From an optimization exercise on the open Yosys and OpenROAD flow, aimed at small area; shortcuts taken in it are not production practice. In this exercise RTL edits were held to simulation tests only and were not proved equivalent to the original. Power and IR drop assume default switching activity.

**flow/run.sh**
```bash
#!/bin/bash
# synth_recipe.tcl (not shown) runs the flow's synth.tcl, then flattens the netlist and writes it again
# the make line also repeats each setting of config.mk as NAME=value (left out here)
make -C /OpenROAD-flow-scripts/flow DESIGN_CONFIG=/design/flow/config.mk WORK_HOME=/design/flow/orfs CLKGATE_MAP_FILE= SYNTH_SCRIPT=/design/flow/synth_recipe.tcl finish
```
**flow/config.mk**
```make
export PLATFORM = sky130hd
export DESIGN_NAME = iwdg_top
export DESIGN_NICKNAME = iwdg_top
export VERILOG_FILES = /design/flow/design.v
export SDC_FILE = /design/flow/constraint.sdc
export NUM_CORES = 4
export LEC_CHECK = 0
export CAP_MARGIN = 20
export CORE_MARGIN = 2
export CORE_UTILIZATION = 40
export SLEW_MARGIN = 20
```
**flow/constraint.sdc**
```tcl
create_clock -name core_clock -period 8.0 [get_ports {clk}]
set_input_delay 1.6000 -clock core_clock [delete_from_list [all_inputs] [get_ports {clk}]]
set_output_delay 1.6000 -clock core_clock [all_outputs]
set_load 0.01 [all_outputs]
```
**flow/design.v**
```verilog
package iwdg_reg_pkg;
  localparam int KEY_W = 16;
  localparam int RLR_W = 12;
  localparam int PR_W = 3;
  localparam int ST_W = 2;
  typedef enum logic [KEY_W-1:0] {
    KEY_IDLE   = 16'h0000,
    KEY_COUNT  = 16'hCCCC,
    KEY_RELOAD = 16'hAAAA,
    KEY_ACCESS = 16'h5555
  } iwdg_key_e;
  typedef enum logic [PR_W-1:0] {
    PR_DIV4   = 3'd0,
    PR_DIV8   = 3'd1,
    PR_DIV16  = 3'd2,
    PR_DIV32  = 3'd3,
    PR_DIV64  = 3'd4,
    PR_DIV128 = 3'd5,
    PR_DIV256 = 3'd6
  } pr_code_e;
  localparam logic [RLR_W-1:0] RLR_RESET = 12'hFFF;
  localparam pr_code_e PR_RESET = PR_DIV4;
  localparam logic [31:0] KR_OFS  = 32'h0000_0000;
  localparam logic [31:0] PR_OFS  = 32'h0000_0004;
  localparam logic [31:0] RLR_OFS = 32'h0000_0008;
  localparam logic [31:0] ST_OFS  = 32'h0000_000C;
endpackage
package iwdg_link_pkg;
  typedef enum logic {
    LINK_RD = 1'b0,
    LINK_WR = 1'b1
  } link_op_e;
  typedef enum logic [1:0] {
    SEL_KR  = 2'b00,
    SEL_RLR = 2'b01,
    SEL_PR  = 2'b10,
    SEL_ST  = 2'b11
  } reg_sel_e;
  localparam int CMD_W = 19;
  localparam int CMD_OP_BIT = 18;
  localparam int CMD_SEL_LSB = 16;
  localparam int RSP_W = 16;
  typedef enum logic [1:0] {
    BUS_IDLE  = 2'b00,
    BUS_ISSUE = 2'b01,
    BUS_WAIT  = 2'b10
  } bus_state_e;
endpackage
`timescale 1ns/100ps
module iwdg_cdc_fifo #(
  parameter int WIDTH   = 16,
  parameter int FIFO_AW = 4
) (
  input  logic             wr_clk,
  input  logic             rd_clk,
  input  logic             rst,
  input  logic             wr_en,
  input  logic [WIDTH-1:0] wr_data,
  output logic             full,
  input  logic             rd_en,
  output logic [WIDTH-1:0] rd_data,
  output logic             empty
);
  localparam int DEPTH = 1 << FIFO_AW;
  logic [WIDTH-1:0] mem [DEPTH];
  logic [FIFO_AW:0] wr_bin;
  logic [FIFO_AW:0] wr_gray;
  logic [FIFO_AW:0] rd_bin;
  logic [FIFO_AW:0] rd_gray;
  logic [FIFO_AW:0] wr_bin_next;
  logic [FIFO_AW:0] rd_bin_next;
  logic [FIFO_AW:0] rd_gray_w1;
  logic [FIFO_AW:0] rd_gray_w2;
  logic [FIFO_AW:0] wr_gray_r1;
  logic [FIFO_AW:0] wr_gray_r2;
  logic wr_go;
  logic rd_go;
  assign wr_go       = wr_en && !full;
  assign rd_go       = rd_en && !empty;
  assign wr_bin_next = wr_bin + 1'b1;
  assign rd_bin_next = rd_bin + 1'b1;
  always_ff @(posedge wr_clk) begin
    if (wr_go) begin
      mem[wr_bin[FIFO_AW-1:0]] <= wr_data;
    end
  end
  always_ff @(posedge wr_clk) begin
    if (rst) begin
      wr_bin     <= '0;
      wr_gray    <= '0;
      rd_gray_w1 <= '0;
      rd_gray_w2 <= '0;
    end else begin
      rd_gray_w1 <= rd_gray;
      rd_gray_w2 <= rd_gray_w1;
      if (wr_go) begin
        wr_bin  <= wr_bin_next;
        wr_gray <= wr_bin_next ^ (wr_bin_next >> 1);
      end
    end
  end
  assign full = (wr_gray == (rd_gray_w2 ^ {2'b11, {(FIFO_AW-1){1'b0}}}));
  always_ff @(posedge rd_clk) begin
    if (rst) begin
      rd_bin     <= '0;
      rd_gray    <= '0;
      wr_gray_r1 <= '0;
      wr_gray_r2 <= '0;
    end else begin
      wr_gray_r1 <= wr_gray;
      wr_gray_r2 <= wr_gray_r1;
      if (rd_go) begin
        rd_bin  <= rd_bin_next;
        rd_gray <= rd_bin_next ^ (rd_bin_next >> 1);
      end
    end
  end
  assign empty = (rd_gray == wr_gray_r2);
  assign rd_data = mem[rd_bin[FIFO_AW-1:0]];
endmodule
`timescale 1ns/100ps
module iwdg_bus_slave
#(
  parameter logic [31:0] BASE_ADR = 32'h0100_0000
) (
  input  logic             clk,
  input  logic             rst,
  input  logic             cyc_m2s,
  input  logic             stb_m2s,
  input  logic             we_m2s,
  input  logic [31:0]      adr_m2s,
  input  logic [iwdg_reg_pkg::KEY_W-1:0] dat_m2s,
  output logic [iwdg_reg_pkg::KEY_W-1:0] dat_s2m,
  output logic             ack_s2m,
  output logic [iwdg_link_pkg::CMD_W-1:0] cmd_wdata,
  output logic             cmd_wr,
  input  logic             cmd_full,
  input  logic [iwdg_link_pkg::RSP_W-1:0] rsp_rdata,
  output logic             rsp_rd,
  input  logic             rsp_empty
);
  iwdg_link_pkg::bus_state_e       state;
  iwdg_link_pkg::bus_state_e       state_next;
  logic [31:0]      ofs;
  logic             mapped;
  iwdg_link_pkg::reg_sel_e         sel;
  iwdg_link_pkg::link_op_e         op;
  logic [iwdg_reg_pkg::KEY_W-1:0] payload;
  assign ofs = adr_m2s - BASE_ADR;
  always_comb begin
    mapped = 1'b1;
    sel    = iwdg_link_pkg::SEL_KR;
    case (ofs)
      iwdg_reg_pkg::KR_OFS:  sel = iwdg_link_pkg::SEL_KR;
      iwdg_reg_pkg::PR_OFS:  sel = iwdg_link_pkg::SEL_PR;
      iwdg_reg_pkg::RLR_OFS: sel = iwdg_link_pkg::SEL_RLR;
      iwdg_reg_pkg::ST_OFS:  sel = iwdg_link_pkg::SEL_ST;
      default: mapped = 1'b0;
    endcase
  end
  assign op        = we_m2s ? iwdg_link_pkg::LINK_WR : iwdg_link_pkg::LINK_RD;
  assign payload   = we_m2s ? dat_m2s : '0;
  assign cmd_wdata = {op, sel, payload};
  always_ff @(posedge clk) begin
    if (rst) begin
      state <= iwdg_link_pkg::BUS_IDLE;
    end else begin
      state <= state_next;
    end
  end
  always_comb begin
    state_next = state;
    cmd_wr     = 1'b0;
    rsp_rd     = 1'b0;
    ack_s2m    = 1'b0;
    dat_s2m    = '0;
    case (state)
      iwdg_link_pkg::BUS_IDLE: begin
        if (cyc_m2s && stb_m2s) begin
          state_next = iwdg_link_pkg::BUS_ISSUE;
        end
      end
      iwdg_link_pkg::BUS_ISSUE: begin
        if (!mapped) begin
          ack_s2m    = 1'b1;
          state_next = iwdg_link_pkg::BUS_IDLE;
        end else if (!cmd_full) begin
          cmd_wr     = 1'b1;
          state_next = iwdg_link_pkg::BUS_WAIT;
        end
      end
      iwdg_link_pkg::BUS_WAIT: begin
        if (!rsp_empty) begin
          rsp_rd     = 1'b1;
          ack_s2m    = 1'b1;
          state_next = iwdg_link_pkg::BUS_IDLE;
          if (op == iwdg_link_pkg::LINK_RD) begin
            dat_s2m = rsp_rdata;
          end
        end
      end
      default: begin
        state_next = iwdg_link_pkg::BUS_IDLE;
      end
    endcase
  end
endmodule
`timescale 1ns/100ps
module iwdg_regs
(
  input  logic             iwdg_clk,
  input  logic             rst,
  input  logic [iwdg_link_pkg::CMD_W-1:0] cmd_rdata,
  input  logic             cmd_empty,
  output logic             cmd_rd,
  output logic [iwdg_link_pkg::RSP_W-1:0] rsp_wdata,
  output logic             rsp_wr,
  output logic             count_en,
  output logic             reload,
  output logic [iwdg_reg_pkg::RLR_W-1:0] reload_val,
  output iwdg_reg_pkg::pr_code_e         pr_code
);
  iwdg_reg_pkg::iwdg_key_e        key;
  logic [iwdg_reg_pkg::RLR_W-1:0] rlr;
  iwdg_reg_pkg::pr_code_e         pr;
  logic [iwdg_reg_pkg::ST_W-1:0]  st;
  iwdg_link_pkg::link_op_e         op;
  iwdg_link_pkg::reg_sel_e         sel;
  logic [iwdg_reg_pkg::KEY_W-1:0] payload;
  logic             wr_cmd;
  assign op      = iwdg_link_pkg::link_op_e'(cmd_rdata[iwdg_link_pkg::CMD_OP_BIT]);
  assign sel     = iwdg_link_pkg::reg_sel_e'(cmd_rdata[iwdg_link_pkg::CMD_SEL_LSB +: 2]);
  assign payload = cmd_rdata[iwdg_reg_pkg::KEY_W-1:0];
  assign cmd_rd = ~cmd_empty;
  assign rsp_wr = cmd_rd;
  assign wr_cmd = cmd_rd && (op == iwdg_link_pkg::LINK_WR);
  always_ff @(posedge iwdg_clk) begin
    if (rst) begin
      key    <= iwdg_reg_pkg::KEY_IDLE;
      rlr    <= iwdg_reg_pkg::RLR_RESET;
      pr     <= iwdg_reg_pkg::PR_RESET;
      st     <= '0;
      reload <= 1'b0;
    end else begin
      reload <= 1'b0;
      if (wr_cmd) begin
        st <= '0;
        case (sel)
          iwdg_link_pkg::SEL_KR: begin
            key <= iwdg_reg_pkg::iwdg_key_e'(payload);
            if (payload == iwdg_reg_pkg::KEY_RELOAD) begin
              st     <= 2'b10;
              reload <= 1'b1;
            end
          end
          iwdg_link_pkg::SEL_PR: begin
            if (key == iwdg_reg_pkg::KEY_ACCESS && payload[iwdg_reg_pkg::PR_W-1:0] != {iwdg_reg_pkg::PR_W{1'b1}}) begin
              pr <= iwdg_reg_pkg::pr_code_e'(payload[iwdg_reg_pkg::PR_W-1:0]);
              st <= 2'b01;
            end
          end
          iwdg_link_pkg::SEL_RLR: begin
            if (key == iwdg_reg_pkg::KEY_ACCESS) begin
              rlr <= payload[iwdg_reg_pkg::RLR_W-1:0];
            end
          end
          iwdg_link_pkg::SEL_ST: begin
            st <= payload[iwdg_reg_pkg::ST_W-1:0];
          end
          default: begin
            st <= '0;
          end
        endcase
      end
    end
  end
  always_comb begin
    rsp_wdata = iwdg_link_pkg::RSP_W'(1);
    if (op == iwdg_link_pkg::LINK_RD) begin
      case (sel)
        iwdg_link_pkg::SEL_KR:  rsp_wdata = key;
        iwdg_link_pkg::SEL_PR:  rsp_wdata = iwdg_link_pkg::RSP_W'(pr);
        iwdg_link_pkg::SEL_RLR: rsp_wdata = iwdg_link_pkg::RSP_W'(rlr);
        iwdg_link_pkg::SEL_ST:  rsp_wdata = iwdg_link_pkg::RSP_W'(st);
        default: rsp_wdata = '0;
      endcase
    end
  end
  assign count_en   = (key == iwdg_reg_pkg::KEY_COUNT);
  assign reload_val = rlr;
  assign pr_code    = pr;
endmodule
`timescale 1ns/100ps
module iwdg_counter
(
  input  logic             iwdg_clk,
  input  logic             rst,
  input  logic             count_en,
  input  logic             reload,
  input  logic [iwdg_reg_pkg::RLR_W-1:0] reload_val,
  input  iwdg_reg_pkg::pr_code_e         pr_code,
  output logic             iwdg_rst
);
  logic [7:0]       pre_cnt;
  logic [7:0]       pre_last;
  logic             tick;
  logic [iwdg_reg_pkg::RLR_W-1:0] cnt;
  assign pre_last = 8'((9'd4 << pr_code) - 9'd1);
  assign tick = count_en && (pre_cnt >= pre_last);
  always_ff @(posedge iwdg_clk) begin
    if (rst) begin
      pre_cnt  <= '0;
      cnt      <= iwdg_reg_pkg::RLR_RESET;
      iwdg_rst <= 1'b0;
    end else if (reload) begin
      pre_cnt  <= '0;
      cnt      <= reload_val;
      iwdg_rst <= 1'b0;
    end else if (count_en) begin
      if (tick) begin
        pre_cnt <= '0;
        if (cnt == '0) begin
          iwdg_rst <= 1'b1;
        end else begin
          cnt <= cnt - 1'b1;
        end
      end else begin
        pre_cnt <= pre_cnt + 1'b1;
      end
    end
  end
endmodule
`timescale 1ns/100ps
module iwdg_top
#(
  parameter logic [31:0] BASE_ADR = 32'h0100_0000,
  parameter int          FIFO_AW  = 4
) (
  input  logic             clk,
  input  logic             rst,
  input  logic             cyc_m2s,
  input  logic             stb_m2s,
  input  logic             we_m2s,
  input  logic [31:0]      adr_m2s,
  input  logic [iwdg_reg_pkg::KEY_W-1:0] dat_m2s,
  output logic [iwdg_reg_pkg::KEY_W-1:0] dat_s2m,
  output logic             ack_s2m,
  output logic             iwdg_rst
);
  logic [iwdg_link_pkg::CMD_W-1:0] cmd_wdata;
  logic             cmd_wr;
  logic             cmd_full;
  logic [iwdg_link_pkg::CMD_W-1:0] cmd_rdata;
  logic             cmd_rd;
  logic             cmd_empty;
  logic [iwdg_link_pkg::RSP_W-1:0] rsp_wdata;
  logic             rsp_wr;
  logic [iwdg_link_pkg::RSP_W-1:0] rsp_rdata;
  logic             rsp_rd;
  logic             rsp_empty;
  logic             count_en;
  logic             reload;
  logic [iwdg_reg_pkg::RLR_W-1:0] reload_val;
  iwdg_reg_pkg::pr_code_e         pr_code;
  iwdg_bus_slave #(
    .BASE_ADR(BASE_ADR)
  ) bus_slave (
    .clk(clk),
    .rst(rst),
    .cyc_m2s(cyc_m2s),
    .stb_m2s(stb_m2s),
    .we_m2s(we_m2s),
    .adr_m2s(adr_m2s),
    .dat_m2s(dat_m2s),
    .dat_s2m(dat_s2m),
    .ack_s2m(ack_s2m),
    .cmd_wdata(cmd_wdata),
    .cmd_wr(cmd_wr),
    .cmd_full(cmd_full),
    .rsp_rdata(rsp_rdata),
    .rsp_rd(rsp_rd),
    .rsp_empty(rsp_empty)
  );
  iwdg_cdc_fifo #(
    .WIDTH(iwdg_link_pkg::CMD_W),
    .FIFO_AW(FIFO_AW)
  ) cmd_fifo (
    .wr_clk(clk),
    .rd_clk(clk),
    .rst(rst),
    .wr_en(cmd_wr),
    .wr_data(cmd_wdata),
    .full(cmd_full),
    .rd_en(cmd_rd),
    .rd_data(cmd_rdata),
    .empty(cmd_empty)
  );
  iwdg_cdc_fifo #(
    .WIDTH(iwdg_link_pkg::RSP_W),
    .FIFO_AW(FIFO_AW)
  ) rsp_fifo (
    .wr_clk(clk),
    .rd_clk(clk),
    .rst(rst),
    .wr_en(rsp_wr),
    .wr_data(rsp_wdata),
    .full(),
    .rd_en(rsp_rd),
    .rd_data(rsp_rdata),
    .empty(rsp_empty)
  );
  iwdg_regs regs (
    .iwdg_clk(clk),
    .rst(rst),
    .cmd_rdata(cmd_rdata),
    .cmd_empty(cmd_empty),
    .cmd_rd(cmd_rd),
    .rsp_wdata(rsp_wdata),
    .rsp_wr(rsp_wr),
    .count_en(count_en),
    .reload(reload),
    .reload_val(reload_val),
    .pr_code(pr_code)
  );
  iwdg_counter counter (
    .iwdg_clk(clk),
    .rst(rst),
    .count_en(count_en),
    .reload(reload),
    .reload_val(reload_val),
    .pr_code(pr_code),
    .iwdg_rst(iwdg_rst)
  );
endmodule
```
==> Implementation_results.wiki, run 1 <==
{| class="wikitable"
! Metric !! Value
|-
| Fraction of post-synthesis cell area in the top cell type by area || 59.7%
|-
| Worst voltage drop across the vdd grid || 0.147 mV
|-
| Die area || 0.0726 mm^2
|-
| Post-cts gate resize count || 0
|-
| Unrepaired setup endpoints after global routing || no
|-
| Wire length of the first global-routing pass || 92900 um
|-
| Fraction of final layout cells sized beyond drive strength 1 || 17.7%
|-
| TritonCTS clock tree || built
|-
| Placeable core area || 0.0699 mm^2
|-
| Skew final || 0.0263 ns
|-
| Total power of the final layout || 8.54 mW
|-
| Arrival time of data at the critical path endpoint || 3.86 ns
|-
| Number of buffers added to fix hold violations after cts || 0
|-
| Top cell types by occurrence after synthesis || edfxtp_1, mux4_2, dfxtp_1, nor2_1, mux2i_1
|-
| Post-synth design cell area || 0.0282 mm^2
|-
| Proportion of synthesized chip area in sequential cells || 69.7%
|-
| Kind of path behind the tightest hold check || reg2reg
|-
| Yosys reg bits || 701
|-
| Global placement routability congestion || 0.775
|-
| Via count || 14800
|-
| Die extent in x || 269 um
|-
| DRT Pass-1 Iters || 6
|-
| Area of the multi-input gates || 0.00816 mm^2
|-
| Avg Synthesized Cell Area || 16.8 um^2
|-
| Leakage || 9.96 nW
|-
| Sum of negative setup slack || 0 ns
|-
| CP max FO || 39
|-
| Iteration-0 DRC count of the detailed router || 1167
|-
| Insertion delay of the later-clocked pin in the worst-skew pair || 0.62 ns
|-
| Overall global routing resource usage || 16.7%
|-
| Final Hold Viols || 0
|-
| Startpoint of the worst hold path || cmd_fifo.wr_gray_r1[1]
|-
| Post-synth EDFFs || 560
|-
| Final instance count without filler cells || 2752
|-
| Maximum clock frequency || 183 MHz
|-
| Antenna violations before repair || 0
|-
| TritonCTS Sinks || 701
|-
| Worst hold-check slack || 0.423 ns
|-
| Crit path time final || 5.46 ns
|-
| Leading cell types by total area after synthesis || edfxtp_1, mux4_2, dfxtp_1
|-
| Internal Dissipation || 6.41 mW
|-
| Sequential cell fraction of total power || 49.1%
|-
| Gate count of the mapped netlist || 1678
|-
| Final setup violating endpoints || 0
|-
| Most instantiated flip-flop cell in the synthesis netlist || edfxtp_1
|-
| Starting Density || 40.3%
|-
| Setup Crit Path Kind || reg2out
|-
| Final design utilization || 46.1%
|-
| Total power divided by cell area || 265 mW/mm^2
|-
| Number of routed nets with antenna violations || 0
|-
| Reg clk slew, reported paths || 0.06 ns
|-
| Crit path launch type || flop
|-
| Wire per inst || 22.1 um
|-
| Maximum number of pins on one net before global-route repair || 84
|-
| Cell at the root of the clock tree || clkbuf_16
|-
| Library cell with the largest summed area after synthesis || edfxtp_1
|-
| Top-level I/O count || 71
|-
| Area used by sequential logic in the layout || 0.0197 mm^2
|-
| Syn Nets || 1753
|-
| Total Nets Final || 1831
|-
| Depth of the CTS H-tree || 3
|-
| Detailed-route DRC error count || 0
|-
| Status || timing/DRC/antenna clean
|-
| Number of synthesis warnings || 5
|-
| # rows || 97
|-
| Number of global-route vias before repair || 15200
|-
| Number of buffers inserted to repair setup after CTS || 0
|-
| Layout overhead on the synthesized area || 14.4%
|-
| Worst Setup End Kind || output port
|-
| Overall routed net length || 60900 um
|-
| Switching fraction of total power || 25.0%
|-
| Final period util || 68.3%
|-
| DPL Wire Length || 36900 um
|-
| Number of diodes added for antenna fixing || 0
|-
| Clock share of power || 37.7%
|-
| Number of filler instances in the final layout || 6025
|-
| Buffer depth of the longest clock path || 3
|-
| Psw || 2.13 mW
|-
| Max-cap violation count || 0
|-
| Y dimension of the die || 269 um
|-
| Worst endpoint required time || 6.40 ns
|-
| Clock buffers created by TritonCTS || 70
|-
| Number of placed cells counting well taps || 2624
|-
| Most frequent cell after synthesis || edfxtp_1
|-
| Fraction of synthesis flops using an asynchronous set or reset pin || 0%
|-
| Overflow left after global routing || 0
|-
| Synth cell types || 59
|-
| Actual slew at the worst max-slew pin || 1.11 ns
|-
| Relative slew slack || 26.0%
|-
| Combinational Power Share || 13.2%
|-
| Pins over their slew limit || 0
|-
| Via-per-instance ratio || 5.39
|-
| Buffers added on ports || 70
|}
state kept, by name, indices dropped and copies added (netlist names), 3 cells and up, named ones only:
name,cells
cmd_fifo.rd_gray,5
cmd_fifo.rd_gray_w1,5
regs.key,16
rsp_fifo.rd_gray_w1,5
cmd_fifo.wr_gray,5
rsp_fifo.rd_bin,4
cmd_fifo.wr_bin,4
regs.pr,3
counter.pre_cnt,8
rsp_fifo.rd_gray_w2,5
cmd_fifo.rd_gray_w2,5
cmd_fifo.rd_bin,4
cmd_fifo.mem,304
cmd_fifo.wr_gray_r1,5
rsp_fifo.wr_bin,4
counter.cnt,12
rsp_fifo.mem,256
rsp_fifo.wr_gray_r2,5
cmd_fifo.wr_gray_r2,5
rsp_fifo.wr_gray,5
regs.rlr,12
rsp_fifo.rd_gray,5
rsp_fifo.wr_gray_r1,5
cell families after synthesis:
kind of cell / synth area share (%)
AOI/OAI and AO/OA: 3.12
xor gates and xnor gates: 2.02
adders and majority gates: 0.977
buffers and inverters: 1.68
DFF: 69.7
muxes: 14.2
and+or+nand+nor: 8.26
per-layer routing:
metal	GRT usage [%]	routed length, um	part of all wire, %	up-vias
li1	-	-	-	6698
met1	23.5	27200	45	7628
met2	26.9	29100	48	404
met3	3.29	3300	5.4	112
met4	4.39	1320	2.2	0
met5	0	0	0	-
path summary, 6_finish.rpt:
path / end / slack [ns] / cells after the start
worst max-delay path: dat_s2m[6] / 2.54 / 5
worst min-delay path: cmd_fifo.wr_gray_r2[1] / 0.42 / 1
worst max register to register: regs.key[13] / 3.49 / 7
worst min register to register: cmd_fifo.wr_gray_r2[1] / 0.42 / 1
stage by stage:
stage | instance area [um^2] | setup slack [ns]
finish | 32200 | 2.54
global route | 32200 | 2.27
CTS | 32200 | 2.38
detailed placement | 29900 | 2.70
global placement | 29900 | 2.75
floorplan | 28200 | 3.58
power groups by stage:
stage	clock (mW)	sequential, mW	combinational, mW
floorplan	0	4.21	0.831
global placement	0	4.27	1.12
detailed placement	0	4.27	1.13
CTS	3.29	4.20	1.13
global route	3.42	4.21	1.23
finish	3.22	4.19	1.12
critical path, stage by stage, from the launching register on:
cell             delay [ns]
dfxtp_4                0.88
buf_4                  0.59
mux4_2                 0.59
mux4_2                 0.50
nor2b_1                0.15
clkdlybuf4s50_1        0.49
cells in the final DEF (no fill, tap or decap), drive strengths merged, types with 15 or more instances in the layout:
cell           count
edfxtp           560
mux4             142
dfxtp            141
nor2             101
clkbuf            92
mux2i             79
clkdlybuf4s50     69
nor2b             68
nand2             59
and2              33
xor2              33
xnor2             32
buf               30
a21oi             28
nor3              26
clkinv            23
nor3b             22
ha                22
inv               22
nand2b            20
and3              19
a22oi             17
or3               16
nand4             15
nand3             15
final cells by class:
type | instances | area share, %
Tap cell | 940 | 3.65
Multi-Input combinational cell | 866 | 25.3
Timing Repair Buffer | 99 | 2.84
Clock inverter | 36 | 1.02
Sequential cell | 701 | 61.0
Inverter | 18 | 0.210
Clock buffer | 92 | 6.02
==> run 2, diff against run 1 <==
==> flow/design.v (replaced) <==
`timescale 1ns/100ps
module iwdg_top
#(
  parameter logic [31:0] BASE_ADR = 32'h0100_0000,
  parameter int          FIFO_AW  = 4
) (
  input  logic        clk,
  input  logic        rst,
  input  logic        cyc_m2s,
  input  logic        stb_m2s,
  input  logic        we_m2s,
  input  logic [31:0] adr_m2s,
  input  logic [15:0] dat_m2s,
  output logic [15:0] dat_s2m,
  output logic        ack_s2m,
  output logic        iwdg_rst
);
  logic [2:0]  ph;
  logic        mapped;
  logic [1:0]  sel;
  logic [15:0] key;
  logic [11:0] rlr;
  logic [2:0]  pr;
  logic [1:0]  st;
  logic [7:0]  pre;
  logic [11:0] cnt;
  logic        wr;
  logic        reload;
  logic        count_en;
  logic        key_acc;
  logic        tick;
  assign mapped = (adr_m2s[31:4] == BASE_ADR[31:4]) && (adr_m2s[1:0] == 2'b00);
  assign sel    = adr_m2s[3:2];
  always_ff @(posedge clk) begin
    if (rst) begin
      ph <= 3'd0;
    end else if ((ph == 3'd0 && !(cyc_m2s && stb_m2s)) || (ph == 3'd1 && !mapped)) begin
      ph <= 3'd0;
    end else begin
      ph <= ph + 3'd1;
    end
  end
  assign ack_s2m = (ph == 3'd7) || (ph == 3'd1 && !mapped);
  assign wr      = (ph == 3'd4) && we_m2s;
  assign key_acc = (key == 16'h5555);
  always_ff @(posedge clk) begin
    if (rst) begin
      key <= 16'h0000;
      rlr <= 12'hFFF;
      pr  <= 3'd0;
      st  <= 2'b00;
    end else if (wr) begin
      st <= 2'b00;
      case (sel)
        2'd0: begin
          key <= dat_m2s;
          if (dat_m2s == 16'hAAAA) st <= 2'b10;
        end
        2'd1: begin
          if (key_acc && dat_m2s[2:0] != 3'b111) begin
            pr <= dat_m2s[2:0];
            st <= 2'b01;
          end
        end
        2'd2: begin
          if (key_acc) rlr <= dat_m2s[11:0];
        end
        default: begin
          st <= dat_m2s[1:0];
        end
      endcase
    end
  end
  always_comb begin
    dat_s2m = 16'h0000;
    if (ph[2]) begin
      case (sel)
        2'd0:    dat_s2m = key;
        2'd1:    dat_s2m = {13'd0, pr};
        2'd2:    dat_s2m = {4'd0, rlr};
        default: dat_s2m = {14'd0, st};
      endcase
    end
  end
  assign reload   = (ph == 3'd5) && we_m2s && (sel == 2'd0) && st[1];
  assign count_en = (key == 16'hCCCC);
  always_comb begin
    case (pr)
      3'd0:    tick = (|pre[7:2]) || (&pre[1:0]);
      3'd1:    tick = (|pre[7:3]) || (&pre[2:0]);
      3'd2:    tick = (|pre[7:4]) || (&pre[3:0]);
      3'd3:    tick = (|pre[7:5]) || (&pre[4:0]);
      3'd4:    tick = (|pre[7:6]) || (&pre[5:0]);
      3'd5:    tick = pre[7] || (&pre[6:0]);
      default: tick = &pre;
    endcase
  end
  always_ff @(posedge clk) begin
    if (rst) begin
      pre      <= 8'd0;
      cnt      <= 12'hFFF;
      iwdg_rst <= 1'b0;
    end else if (reload) begin
      pre      <= 8'd0;
      cnt      <= rlr;
      iwdg_rst <= 1'b0;
    end else if (count_en) begin
      if (tick) begin
        pre <= 8'd0;
        if (cnt == 12'd0) begin
          iwdg_rst <= 1'b1;
        end else begin
          cnt <= cnt - 12'd1;
        end
      end else begin
        pre <= pre + 8'd1;
      end
    end
  end
endmodule
--- a/flow/config.mk
+++ b/flow/config.mk
@@ -7,2 +7,3 @@
 export LEC_CHECK = 0
+export ABC_AREA = 1
 export CAP_MARGIN = 20
==> run 2 against run 1 <==
  * Still clean on timing, DRC and antenna
  * Sequential share of layout area decreased by 34 points
  * Synthesized cell count decreased by 71%
  * Die area down 88%
==> Implementation_results.wiki, run 2 <==
{| class="wikitable"
! Metric !! Value
|-
| Yosys reg bits || 57
|-
| Clock buffers created by TritonCTS || 9
|-
| Placeable core area || 0.00785 mm^2
|-
| Cell at the root of the clock tree || clkbuf_8
|-
| Worst Setup End Kind || output port
|-
| Starting Density || 41.7%
|-
| # rows || 32
|-
| Pins over their slew limit || 0
|-
| Top-level I/O count || 71
|-
| Maximum clock frequency || 189 MHz
|-
| Worst endpoint required time || 6.40 ns
|-
| Gate count of the mapped netlist || 494
|-
| Worst voltage drop across the vdd grid || 0.0931 mV
|-
| Proportion of synthesized chip area in sequential cells || 34.8%
|-
| Number of buffers inserted to repair setup after CTS || 0
|-
| Wire length of the first global-routing pass || 15800 um
|-
| Global placement routability congestion || 0.897
|-
| Syn Nets || 555
|-
| Antenna violations before repair || 0
|-
| Sum of negative setup slack || 0 ns
|-
| Buffers added on ports || 70
|-
| Post-synth EDFFs || 0
|-
| Relative slew slack || 49.8%
|-
| Post-cts gate resize count || 0
|-
| Setup Crit Path Kind || in2out
|-
| Status || timing/DRC/antenna clean
|-
| Number of diodes added for antenna fixing || 0
|-
| TritonCTS Sinks || 57
|-
| Fraction of final layout cells sized beyond drive strength 1 || 6.73%
|-
| Number of synthesis warnings || 1
|-
| Crit path time final || 5.28 ns
|-
| Insertion delay of the later-clocked pin in the worst-skew pair || 0.34 ns
|-
| Iteration-0 DRC count of the detailed router || 273
|-
| Busiest layer in global routing || met2
|-
| Final period util || 66.0%
|-
| Maximum number of pins on one net before global-route repair || 47
|-
| Combinational family with the most area after synthesis || simple AND/OR/NAND/NOR gates
|-
| Actual slew at the worst max-slew pin || 0.749 ns
|-
| DPL Wire Length || 7200 um
|-
| Cell depth of the worst min-delay path || 2
|-
| Fraction of post-synthesis cell area in the top cell type by area || 34.8%
|-
| Area of the multi-input gates || 0.00186 mm^2
|-
| Number of buffers added to fix hold violations after cts || 0
|-
| Top cell types by occurrence after synthesis || nand2_1, dfxtp_1, inv_1, nor2_1, nand3_1
|-
| Avg Synthesized Cell Area || 6.63 um^2
|-
| Startpoint of the worst hold path || iwdg_rst
|-
| Worst hold-check slack || 0.450 ns
|-
| Total power of the final layout || 643 uW
|-
| Die area || 0.00893 mm^2
|-
| Post-Synth XOR/XNOR Area || 2.67%
|-
| Wire per inst || 14.1 um
|-
| Area used by sequential logic in the layout || 0.00114 mm^2
|-
| Worst hold endpoint || iwdg_rst
|-
| Overall global routing resource usage || 22.7%
|-
| Unrepaired setup endpoints after global routing || no
|-
| Post-synth design cell area || 0.00327 mm^2
|-
| Worst reg-to-reg path cell count || 7
|-
| Max reg flops || 16
|-
| Leading cell types by total area after synthesis || dfxtp_1, nand2_1, nand3_1
|-
| Y dimension of the die || 94.5 um
|-
| Overall routed net length || 9420 um
|-
| Worst reg-to-reg setup slack || 5.82 ns
|-
| Area share of fa/ha/maj cells after synthesis || 3.06%
|-
| Skew final || 0.0151 ns
|-
| Most instantiated flip-flop cell in the synthesis netlist || dfxtp_1
|-
| Library cell with the largest summed area after synthesis || dfxtp_1
|-
| Overflow left after global routing || 0
|-
| Portion of netlist area occupied by mux cells || 0%
|-
| Met1 layer usage reported by global route || 31.1%
|-
| Buffer depth of the longest clock path || 2
|-
| Number of routed nets with antenna violations || 0
|-
| Met2 layer usage reported by global route || 36.1%
|-
| Synth cell types || 37
|-
| Layout overhead on the synthesized area || 30.0%
|-
| DRT Pass-1 Iters || 5
|-
| Final Hold Viols || 0
|-
| Die extent in x || 94.5 um
|-
| Total Nets Final || 621
|-
| Commonest non-fill, non-tap cell in the layout || nand2_1
|-
| Via-per-instance ratio || 5.20
|-
| Kind of path behind the tightest hold check || reg2reg
|-
| Most frequent cells in the layout || nand2_1, clkdlybuf4s50_1, dfxtp_1, inv_1, nor2_1
|-
| Depth of the CTS H-tree || 3
|-
| Worst r2r src || ph[0]
|-
| Via count || 3471
|-
| Met3 Usage GRT || 5.27%
|-
| TritonCTS clock tree || built
|-
| Total power divided by cell area || 151 mW/mm^2
|-
| Crit path launch type || primary input
|-
| Reg clk slew, reported paths || 0.08 ns
|-
| R2r endpoint || cnt[10]
|-
| Share of synthesized cell area in and, or, nand and nor gates || 39.4%
|-
| Final setup violating endpoints || 0
|-
| CP max FO || 11
|-
| Max-cap violation count || 0
|-
| Leakage || 1.79 nW
|-
| Number of global-route vias before repair || 3318
|-
| Detailed-route DRC error count || 0
|-
| Share of the synthesized area in compound gates (AO/OA/AOI/OAI) || 11.7%
|-
| Arrival time of data at the critical path endpoint || 3.68 ns
|-
| Number of filler instances in the final layout || 801
|-
| Fraction of synthesis flops using an asynchronous set or reset pin || 0%
|-
| Most frequent cell after synthesis || nand2_1
|}
## run 2: cell families after synthesis
| family | count (synthesis) |
|---|---|
| adder cells (fa/ha/maj) | 8 |
| AND/OR/NAND/NOR | 281 |
| AO/OA/AOI/OAI | 71 |
| flip-flops | 57 |
| buffers and inverters | 67 |
| XOR/XNOR | 10 |
## run 2: final cells by class
type	count	area share, %
clock buffers	9	2.91
clock inverters	7	2.38
inverters	51	4.50
multi-input cells	370	43.8
flip-flops and latches	57	26.8
well taps	102	3.00
repair buffers	71	16.6
## run 2: how the worst max path moves through the flow
stage | start | to | slack (ns) | cells past startpoint
2_1_floorplan | adr_m2s[2] | dat_s2m[10] | 4.06 | 6
3_3_place_gp | adr_m2s[3] | dat_s2m[1] | 2.77 | 7
3_5_place_dp | adr_m2s[3] | dat_s2m[1] | 2.75 | 7
4_1_cts | adr_m2s[3] | dat_s2m[1] | 2.74 | 7
5_1_grt | adr_m2s[3] | dat_s2m[0] | 2.57 | 7
6_report | adr_m2s[3] | dat_s2m[1] | 2.72 | 7
## run 2: where the power goes
part	total, mW	leakage, nW	internal (mW)	switching [mW]
combinational	0.0506	1.23	0.0285	0.0221
clock	0.308	0.106	0.178	0.130
sequential	0.285	0.460	0.284	0.000654
total	0.643	1.79	0.491	0.153
## run 2: worst max-delay path, stage by stage
cell	delay, ns
clkdlybuf4s50_1	0.50
nor2_2	0.43
inv_2	0.21
o221ai_1	0.22
o211ai_1	0.11
inv_1	0.07
clkdlybuf4s50_1	0.53
## run 2: per-layer routing
metal	share of wire, %	wire (um)
met5	0	0
met4	1.5	141
met2	45	4220
met3	6.6	618
met1	47	4440
## run 2: through the flow
step           cells  util (%)  cell area, um^2  worst slack [ns]
2_1_floorplan    494         -             3270              4.06
3_3_place_gp     651      51.4             4030              2.77
3_5_place_dp     651      51.4             4030              2.75
4_1_cts          667      54.2             4260              2.74
5_1_grt          667      54.2             4260              2.57
6_report         667      54.2             4260              2.72

## static timing again, ports no longer ideal
No port has a modelled driver above. Below, the same layouts with a new extraction and two added sets of constraints.
Step 1 assumes that a clkbuf_16 drives the clock port and a buf_2 every other input.
Step 2 times the ports against the registers' clock, not the clock port: input delays grow and output delays shrink by t, the midpoint of the rising clock arrivals with the driver on.
Slacks: ideal ports / drivers / drivers and shift; pairs: ideal ports / drivers.
run	t, ns	slack for setup (ns)	clock arrival spread, ns
run 1	0.667	2.537 / 2.479 / 2.704	0.027 / 0.027
run 2	0.368	2.721 / 2.695 / 2.695	0.015 / 0.015
After both steps every run listed still meets setup and hold. For run 2, which loses most, drivers alone change the setup slack by -0.026 ns; drivers and shift together by -0.026 ns.
